From an optimization exercise on the open Yosys and OpenROAD flow, aimed at a short achievable clock period and few clock cycles per item; shortcuts taken in it are not production practice. RTL that was checked went through simulation tests only; none was proved equivalent to the original.

==> inputs of v35 <==
==> flow/design.v <==
`default_nettype none
package cpu_pkg;
    localparam int XLEN = 32;
    typedef logic [XLEN-1:0] word_t;
    typedef logic [4:0]      reg_addr_t;
    typedef enum logic [6:0] {
        OPC_OP     = 7'b0110011,
        OPC_OP_IMM = 7'b0010011,
        OPC_LOAD   = 7'b0000011,
        OPC_STORE  = 7'b0100011,
        OPC_BRANCH = 7'b1100011,
        OPC_JAL    = 7'b1101111
    } opcode_e;
    typedef enum logic [2:0] {
        ALU_ADD,
        ALU_SUB,
        ALU_AND,
        ALU_OR,
        ALU_XOR,
        ALU_SLT,
        ALU_PASS_LINK                
    } alu_op_e;
    typedef struct packed {
        logic      reg_write;        
        logic      mem_read;
        logic      mem_write;
        logic      is_branch;
        logic      branch_ne;        
        logic      is_jal;
        logic      use_imm;          
        alu_op_e   alu;
        reg_addr_t rd;
    } ctrl_t;
    localparam word_t NOP_INSTR = 32'h0000_0013;    
endpackage
`default_nettype wire
`timescale 1ns/10ps
`default_nettype none
module cpu #(
    parameter cpu_pkg::word_t RESET_PC = '0
) (
    input  logic           clk,
    input  logic           reset,
    output cpu_pkg::word_t imem_addr,
    input  cpu_pkg::word_t imem_data,
    output logic           dmem_valid,
    output logic           dmem_write,
    output cpu_pkg::word_t dmem_addr,
    output cpu_pkg::word_t dmem_wdata,
    input  logic           dmem_ready,
    input  cpu_pkg::word_t dmem_rdata
);
    typedef cpu_pkg::word_t word_t;
    typedef cpu_pkg::reg_addr_t reg_addr_t;
    word_t     pc;
    logic      id_valid;
    word_t     id_instr;
    word_t     id_pc;
    logic      id_pred;                  
    logic      ex_reg_write, ex_load, ex_store, ex_branch, ex_bne, ex_pred;
    logic      ex_use_imm;
    logic      ex_sel_add, ex_sel_sub, ex_sel_and, ex_sel_or, ex_sel_xor, ex_sel_slt, ex_sel_link;
    logic      ex_fa1, ex_fa2, ex_fb1, ex_fb2;    
    reg_addr_t ex_rd;
    word_t     ex_a, ex_b, ex_imm, ex_link, ex_rec_pc;
    logic      m_reg_write, m_load, m_store;
    reg_addr_t m_rd;
    word_t     m_res, m_wdata;
    logic      wb_write;
    reg_addr_t wb_rd;
    word_t     wb_val;
    word_t     regs [1:31];
    logic      mem_busy;
    logic      load_use;
    logic      stall;
    logic      redirect;
    logic  f_jal, f_br, f_pred;
    word_t f_immj, f_immb, f_tgt_j, f_tgt_b, f_pc4, f_next;
    assign imem_addr = pc;
    assign f_jal  = imem_data[6:0] == 7'b1101111;
    assign f_br   = imem_data[6:0] == 7'b1100011;
    assign f_pred = f_br && (imem_data[31] || imem_data[12]);
    assign f_immj = {{12{imem_data[31]}}, imem_data[19:12], imem_data[20], imem_data[30:21], 1'b0};
    assign f_immb = {{20{imem_data[31]}}, imem_data[7], imem_data[30:25], imem_data[11:8], 1'b0};
    assign f_tgt_j = pc + f_immj;
    assign f_tgt_b = pc + f_immb;
    assign f_pc4   = pc + 32'd4;
    assign f_next  = f_jal ? f_tgt_j : f_pred ? f_tgt_b : f_pc4;
    always_ff @(posedge clk or posedge reset) begin
        if (reset) begin
            pc <= RESET_PC;
        end else if (redirect) begin
            pc <= ex_rec_pc;
        end else if (!stall) begin
            pc <= f_next;
        end
    end
    always_ff @(posedge clk or posedge reset) begin
        if (reset) begin
            id_valid <= 1'b0;
        end else if (redirect) begin
            id_valid <= 1'b0;
        end else if (!stall) begin
            id_valid <= 1'b1;
        end
    end
    always_ff @(posedge clk) begin
        if (!stall) begin
            id_instr <= imem_data;
            id_pc    <= pc;
            id_pred  <= f_pred;
        end
    end
    logic [6:0] opc;
    logic [2:0] f3;
    reg_addr_t  rs1, rs2, rd;
    logic d_op, d_opimm, d_load, d_store, d_branch, d_jal;
    logic d_reg_write, d_uses_rs1, d_uses_rs2, d_use_imm;
    logic d_sel_add, d_sel_sub, d_sel_and, d_sel_or, d_sel_xor, d_sel_slt;
    word_t d_imm, d_immb, d_rs1_data, d_rs2_data, d_pc4, d_tgt_b;
    assign opc = id_instr[6:0];
    assign f3  = id_instr[14:12];
    assign rs1 = id_instr[19:15];
    assign rs2 = id_instr[24:20];
    assign rd  = id_instr[11:7];
    assign d_op     = id_valid && opc == 7'b0110011;
    assign d_opimm  = id_valid && opc == 7'b0010011;
    assign d_load   = id_valid && opc == 7'b0000011;
    assign d_store  = id_valid && opc == 7'b0100011;
    assign d_branch = id_valid && opc == 7'b1100011;
    assign d_jal    = id_valid && opc == 7'b1101111;
    assign d_reg_write = (d_op || d_opimm || d_load || d_jal) && rd != 5'd0;
    assign d_uses_rs1  = d_op || d_opimm || d_load || d_store || d_branch;
    assign d_uses_rs2  = d_op || d_store || d_branch;
    assign d_use_imm   = d_opimm || d_load || d_store;
    assign d_sel_sub = d_op && f3 == 3'b000 && id_instr[30];
    assign d_sel_add = d_op ? (f3 == 3'b000 && !id_instr[30]) : !d_jal;
    assign d_sel_slt = d_op && f3 == 3'b010;
    assign d_sel_xor = d_op && f3 == 3'b100;
    assign d_sel_or  = d_op && f3 == 3'b110;
    assign d_sel_and = d_op && f3 == 3'b111;
    assign d_imm  = d_store ? {{20{id_instr[31]}}, id_instr[31:25], id_instr[11:7]}
                            : {{20{id_instr[31]}}, id_instr[31:20]};
    assign d_immb = {{20{id_instr[31]}}, id_instr[7], id_instr[30:25], id_instr[11:8], 1'b0};
    assign d_pc4   = id_pc + 32'd4;
    assign d_tgt_b = id_pc + d_immb;
    assign d_rs1_data = (rs1 == 5'd0) ? '0 :
                        (wb_write && wb_rd == rs1) ? wb_val : regs[rs1];
    assign d_rs2_data = (rs2 == 5'd0) ? '0 :
                        (wb_write && wb_rd == rs2) ? wb_val : regs[rs2];
    assign load_use = ex_load && ex_reg_write &&
                      ((d_uses_rs1 && rs1 == ex_rd) || (d_uses_rs2 && rs2 == ex_rd));
    assign mem_busy = (m_load || m_store) && !dmem_ready;
    assign stall    = mem_busy || load_use;
    always_ff @(posedge clk or posedge reset) begin
        if (reset) begin
            ex_reg_write <= 1'b0;
            ex_load      <= 1'b0;
            ex_store     <= 1'b0;
            ex_branch    <= 1'b0;
        end else if (!mem_busy) begin
            if (redirect || load_use) begin
                ex_reg_write <= 1'b0;
                ex_load      <= 1'b0;
                ex_store     <= 1'b0;
                ex_branch    <= 1'b0;
            end else begin
                ex_reg_write <= d_reg_write;
                ex_load      <= d_load;
                ex_store     <= d_store;
                ex_branch    <= d_branch;
            end
        end
    end
    always_ff @(posedge clk) begin
        if (!mem_busy) begin
            ex_bne      <= f3[0];
            ex_pred     <= id_pred;
            ex_use_imm  <= d_use_imm;
            ex_sel_add  <= d_sel_add;
            ex_sel_sub  <= d_sel_sub;
            ex_sel_and  <= d_sel_and;
            ex_sel_or   <= d_sel_or;
            ex_sel_xor  <= d_sel_xor;
            ex_sel_slt  <= d_sel_slt;
            ex_sel_link <= d_jal;
            ex_fa1      <= d_uses_rs1 && rs1 != 5'd0 && ex_reg_write && rs1 == ex_rd;
            ex_fa2      <= d_uses_rs1 && rs1 != 5'd0 && m_reg_write && rs1 == m_rd;
            ex_fb1      <= d_uses_rs2 && rs2 != 5'd0 && ex_reg_write && rs2 == ex_rd;
            ex_fb2      <= d_uses_rs2 && rs2 != 5'd0 && m_reg_write && rs2 == m_rd;
            ex_rd       <= rd;
            ex_a        <= d_rs1_data;
            ex_b        <= d_rs2_data;
            ex_imm      <= d_imm;
            ex_link     <= d_pc4;
            ex_rec_pc   <= id_pred ? d_pc4 : d_tgt_b;
        end
    end
    word_t op_a, rs2_val, op_b, sum, diff, alu;
    logic  lt, taken;
    assign op_a    = ex_fa1 ? m_res : ex_fa2 ? wb_val : ex_a;
    assign rs2_val = ex_fb1 ? m_res : ex_fb2 ? wb_val : ex_b;
    assign op_b    = ex_use_imm ? ex_imm : rs2_val;
    assign sum  = op_a + op_b;
    assign diff = op_a - op_b;
    assign lt   = (op_a[31] != op_b[31]) ? op_a[31] : diff[31];
    assign alu = ({32{ex_sel_add}}  & sum)
               | ({32{ex_sel_sub}}  & diff)
               | ({32{ex_sel_and}}  & (op_a & op_b))
               | ({32{ex_sel_or}}   & (op_a | op_b))
               | ({32{ex_sel_xor}}  & (op_a ^ op_b))
               | ({32{ex_sel_slt}}  & {31'd0, lt})
               | ({32{ex_sel_link}} & ex_link);
    assign taken    = (op_a == rs2_val) != ex_bne;
    assign redirect = ex_branch && (taken != ex_pred);
    always_ff @(posedge clk or posedge reset) begin
        if (reset) begin
            m_reg_write <= 1'b0;
            m_load      <= 1'b0;
            m_store     <= 1'b0;
        end else if (!mem_busy) begin
            m_reg_write <= ex_reg_write;
            m_load      <= ex_load;
            m_store     <= ex_store;
        end
    end
    always_ff @(posedge clk) begin
        if (!mem_busy) begin
            m_rd    <= ex_rd;
            m_res   <= alu;                  
            m_wdata <= rs2_val;
        end
    end
    assign dmem_valid = m_load || m_store;
    assign dmem_write = m_store;
    assign dmem_addr  = m_res;
    assign dmem_wdata = m_wdata;
    always_ff @(posedge clk or posedge reset) begin
        if (reset) begin
            wb_write <= 1'b0;
        end else if (!mem_busy) begin
            wb_write <= m_reg_write;
        end
    end
    always_ff @(posedge clk) begin
        if (!mem_busy) begin
            wb_rd  <= m_rd;
            wb_val <= m_load ? dmem_rdata : m_res;
        end
    end
    always_ff @(posedge clk) begin
        if (wb_write) begin
            regs[wb_rd] <= wb_val;
        end
    end
endmodule
`default_nettype wire
==> flow/run.sh <==
#!/bin/bash
# synth_recipe.tcl (not shown) runs the flow's synth.tcl, then flattens the netlist and writes it again
# the make line also repeats each setting of config.mk as NAME=value (left out here)
make -C /OpenROAD-flow-scripts/flow DESIGN_CONFIG=/design/flow/config.mk WORK_HOME=/design/flow/orfs CLKGATE_MAP_FILE= SYNTH_SCRIPT=/design/flow/synth_recipe.tcl finish
==> flow/config.mk <==
export PLATFORM = sky130hd
export DESIGN_NAME = cpu
export DESIGN_NICKNAME = cpu
export VERILOG_FILES = /design/flow/design.v
export SDC_FILE = /design/flow/constraint.sdc
export NUM_CORES = 4
export LEC_CHECK = 0
export ABC_CLOCK_PERIOD_IN_PS = 2500
export CAP_MARGIN = 20
export CORE_MARGIN = 2
export CORE_UTILIZATION = 40
export PLACE_DENSITY = 0.6
export SETUP_SLACK_MARGIN = 4.5
export SLEW_MARGIN = 20
==> flow/constraint.sdc <==
create_clock -name core_clock -period 7.0 [get_ports {clk}]
set_input_delay 1.4000 -clock core_clock [delete_from_list [all_inputs] [get_ports {clk}]]
set_output_delay 1.4000 -clock core_clock [all_outputs]
set_load 0.01 [all_outputs]
==> v7: changes against v35 <==
--- a/flow/design.v
+++ b/flow/design.v
@@ -58,22 +58,22 @@
     word_t     id_pc;
     logic      id_pred;                  
     logic      ex_reg_write, ex_load, ex_store, ex_branch, ex_bne, ex_pred;
-    logic      ex_use_imm;
     logic      ex_sel_add, ex_sel_sub, ex_sel_and, ex_sel_or, ex_sel_xor, ex_sel_slt, ex_sel_link;
-    logic      ex_fa1, ex_fa2, ex_fb1, ex_fb2;    
     reg_addr_t ex_rd;
-    word_t     ex_a, ex_b, ex_imm, ex_link, ex_rec_pc;
+    word_t     ex_a;                     
+    word_t     ex_b;                     
+    word_t     ex_s;                     
+    word_t     ex_link, ex_rec_pc;
     logic      m_reg_write, m_load, m_store;
     reg_addr_t m_rd;
     word_t     m_res, m_wdata;
-    logic      wb_write;
-    reg_addr_t wb_rd;
-    word_t     wb_val;
     word_t     regs [1:31];
     logic      mem_busy;
     logic      load_use;
     logic      stall;
     logic      redirect;
+    word_t     alu;                      
+    word_t     m_val;                    
     logic  f_jal, f_br, f_pred;
     word_t f_immj, f_immb, f_tgt_j, f_tgt_b, f_pc4, f_next;
     assign imem_addr = pc;
@@ -117,7 +117,8 @@
     logic d_op, d_opimm, d_load, d_store, d_branch, d_jal;
     logic d_reg_write, d_uses_rs1, d_uses_rs2, d_use_imm;
     logic d_sel_add, d_sel_sub, d_sel_and, d_sel_or, d_sel_xor, d_sel_slt;
-    word_t d_imm, d_immb, d_rs1_data, d_rs2_data, d_pc4, d_tgt_b;
+    logic a_fwd_ex, a_fwd_m, b_fwd_ex, b_fwd_m;
+    word_t d_imm, d_immb, d_rf_a, d_rf_b, d_a_early, d_b_early, d_a, d_rs2, d_pc4, d_tgt_b;
     assign opc = id_instr[6:0];
     assign f3  = id_instr[14:12];
     assign rs1 = id_instr[19:15];
@@ -144,12 +145,16 @@
     assign d_immb = {{20{id_instr[31]}}, id_instr[7], id_instr[30:25], id_instr[11:8], 1'b0};
     assign d_pc4   = id_pc + 32'd4;
     assign d_tgt_b = id_pc + d_immb;
-    assign d_rs1_data = (rs1 == 5'd0) ? '0 :
-                        (wb_write && wb_rd == rs1) ? wb_val : regs[rs1];
-    assign d_rs2_data = (rs2 == 5'd0) ? '0 :
-                        (wb_write && wb_rd == rs2) ? wb_val : regs[rs2];
-    assign load_use = ex_load && ex_reg_write &&
-                      ((d_uses_rs1 && rs1 == ex_rd) || (d_uses_rs2 && rs2 == ex_rd));
+    assign d_rf_a = (rs1 == 5'd0) ? '0 : regs[rs1];
+    assign d_rf_b = (rs2 == 5'd0) ? '0 : regs[rs2];
+    assign a_fwd_ex = ex_reg_write && rs1 == ex_rd;
+    assign a_fwd_m  = m_reg_write && rs1 == m_rd;
+    assign b_fwd_ex = ex_reg_write && rs2 == ex_rd;
+    assign b_fwd_m  = m_reg_write && rs2 == m_rd;
+    assign d_a_early = a_fwd_m ? m_val : d_rf_a;
+    assign d_rs2     = b_fwd_ex ? alu : b_fwd_m ? m_val : d_rf_b;
+    assign d_a       = a_fwd_ex ? alu : d_a_early;
+    assign load_use = ex_load && ((d_uses_rs1 && a_fwd_ex) || (d_uses_rs2 && b_fwd_ex));
     assign mem_busy = (m_load || m_store) && !dmem_ready;
     assign stall    = mem_busy || load_use;
     always_ff @(posedge clk or posedge reset) begin
@@ -176,7 +181,6 @@
         if (!mem_busy) begin
             ex_bne      <= f3[0];
             ex_pred     <= id_pred;
-            ex_use_imm  <= d_use_imm;
             ex_sel_add  <= d_sel_add;
             ex_sel_sub  <= d_sel_sub;
             ex_sel_and  <= d_sel_and;
@@ -184,34 +188,27 @@
             ex_sel_xor  <= d_sel_xor;
             ex_sel_slt  <= d_sel_slt;
             ex_sel_link <= d_jal;
-            ex_fa1      <= d_uses_rs1 && rs1 != 5'd0 && ex_reg_write && rs1 == ex_rd;
-            ex_fa2      <= d_uses_rs1 && rs1 != 5'd0 && m_reg_write && rs1 == m_rd;
-            ex_fb1      <= d_uses_rs2 && rs2 != 5'd0 && ex_reg_write && rs2 == ex_rd;
-            ex_fb2      <= d_uses_rs2 && rs2 != 5'd0 && m_reg_write && rs2 == m_rd;
             ex_rd       <= rd;
-            ex_a        <= d_rs1_data;
-            ex_b        <= d_rs2_data;
-            ex_imm      <= d_imm;
+            ex_a        <= d_a;
+            ex_b        <= d_use_imm ? d_imm : d_rs2;
+            ex_s        <= d_rs2;
             ex_link     <= d_pc4;
             ex_rec_pc   <= id_pred ? d_pc4 : d_tgt_b;
         end
     end
-    word_t op_a, rs2_val, op_b, sum, diff, alu;
+    word_t sum, diff;
     logic  lt, taken;
-    assign op_a    = ex_fa1 ? m_res : ex_fa2 ? wb_val : ex_a;
-    assign rs2_val = ex_fb1 ? m_res : ex_fb2 ? wb_val : ex_b;
-    assign op_b    = ex_use_imm ? ex_imm : rs2_val;
-    assign sum  = op_a + op_b;
-    assign diff = op_a - op_b;
-    assign lt   = (op_a[31] != op_b[31]) ? op_a[31] : diff[31];
+    assign sum  = ex_a + ex_b;
+    assign diff = ex_a - ex_b;
+    assign lt   = (ex_a[31] != ex_b[31]) ? ex_a[31] : diff[31];
     assign alu = ({32{ex_sel_add}}  & sum)
                | ({32{ex_sel_sub}}  & diff)
-               | ({32{ex_sel_and}}  & (op_a & op_b))
-               | ({32{ex_sel_or}}   & (op_a | op_b))
-               | ({32{ex_sel_xor}}  & (op_a ^ op_b))
+               | ({32{ex_sel_and}}  & (ex_a & ex_b))
+               | ({32{ex_sel_or}}   & (ex_a | ex_b))
+               | ({32{ex_sel_xor}}  & (ex_a ^ ex_b))
                | ({32{ex_sel_slt}}  & {31'd0, lt})
                | ({32{ex_sel_link}} & ex_link);
-    assign taken    = (op_a == rs2_val) != ex_bne;
+    assign taken    = (ex_a == ex_b) != ex_bne;
     assign redirect = ex_branch && (taken != ex_pred);
     always_ff @(posedge clk or posedge reset) begin
         if (reset) begin
@@ -228,29 +225,17 @@
         if (!mem_busy) begin
             m_rd    <= ex_rd;
             m_res   <= alu;                  
-            m_wdata <= rs2_val;
+            m_wdata <= ex_s;
         end
     end
     assign dmem_valid = m_load || m_store;
     assign dmem_write = m_store;
     assign dmem_addr  = m_res;
     assign dmem_wdata = m_wdata;
-    always_ff @(posedge clk or posedge reset) begin
-        if (reset) begin
-            wb_write <= 1'b0;
-        end else if (!mem_busy) begin
-            wb_write <= m_reg_write;
-        end
-    end
-    always_ff @(posedge clk) begin
-        if (!mem_busy) begin
-            wb_rd  <= m_rd;
-            wb_val <= m_load ? dmem_rdata : m_res;
-        end
-    end
-    always_ff @(posedge clk) begin
-        if (wb_write) begin
-            regs[wb_rd] <= wb_val;
+    assign m_val = m_load ? dmem_rdata : m_res;      
+    always_ff @(posedge clk) begin
+        if (m_reg_write && !mem_busy) begin
+            regs[m_rd] <= m_val;
         end
     end
 endmodule
Settings changed: SETUP_SLACK_MARGIN 4.5 to 4.0.
==> flow_summary.json <==
{
  "met1_length_um": 99500,
  "max_stage_delay_ps": 480,
  "crit_cells": 17,
  "crit_start": "ex_a[2]",
  "outcome": "timing/DRC/antenna clean",
  "syn-cell-area_um2": 70400,
  "synth_area_per_cell_um2": 14.9
}
-- figures above: v7

==> flow_summary.json <==
{
  "outcome": "timing/DRC/antenna clean",
  "crit_start": "ex_fb2",
  "crit_cells": 15,
  "met1_length_um": 112000,
  "syn-cell-area_um2": 72200,
  "max_stage_delay_ps": 530
}
-- figures above: v35

Testbench counts of v7, summed over its fixed seeds: cycles 23,620, instructions 21,723.
For v35, only the layout was checked, not whether the RTL still works.

==> separate check: timing with driven ports <==
Ports are ideal in the flow. The routed layouts listed here were re-timed in OpenROAD.
Step 1, drivers: a clkbuf_16 drives clk and a buf_2 each remaining input, both assumed.
Step 2 also shifts input and output timing later by t, the mid clock arrival at the registers, as if the neighbouring blocks saw the same clock.
Slacks: no drivers / after step 1 / after step 2; pairs: no drivers / after step 1.
| run | t (ns) | setup slack, ns | worst setup path after step 2 | clock arrival spread, ns | slew at the worst register clock pin (ns) |
|---|---|---|---|---|---|
| v35 | 0.879 | 2.406 / 2.406 / 2.406 | register to register | 0.079 / 0.079 | 0.07 / 0.07 |
| v7 | 0.859 | 3.169 / 3.169 / 2.920 | input to register | 0.064 / 0.064 | 0.07 / 0.07 |
After both steps every run listed still meets setup and hold. For v7, which loses most, drivers alone change the setup slack by 0.000 ns; drivers and shift together by -0.249 ns.
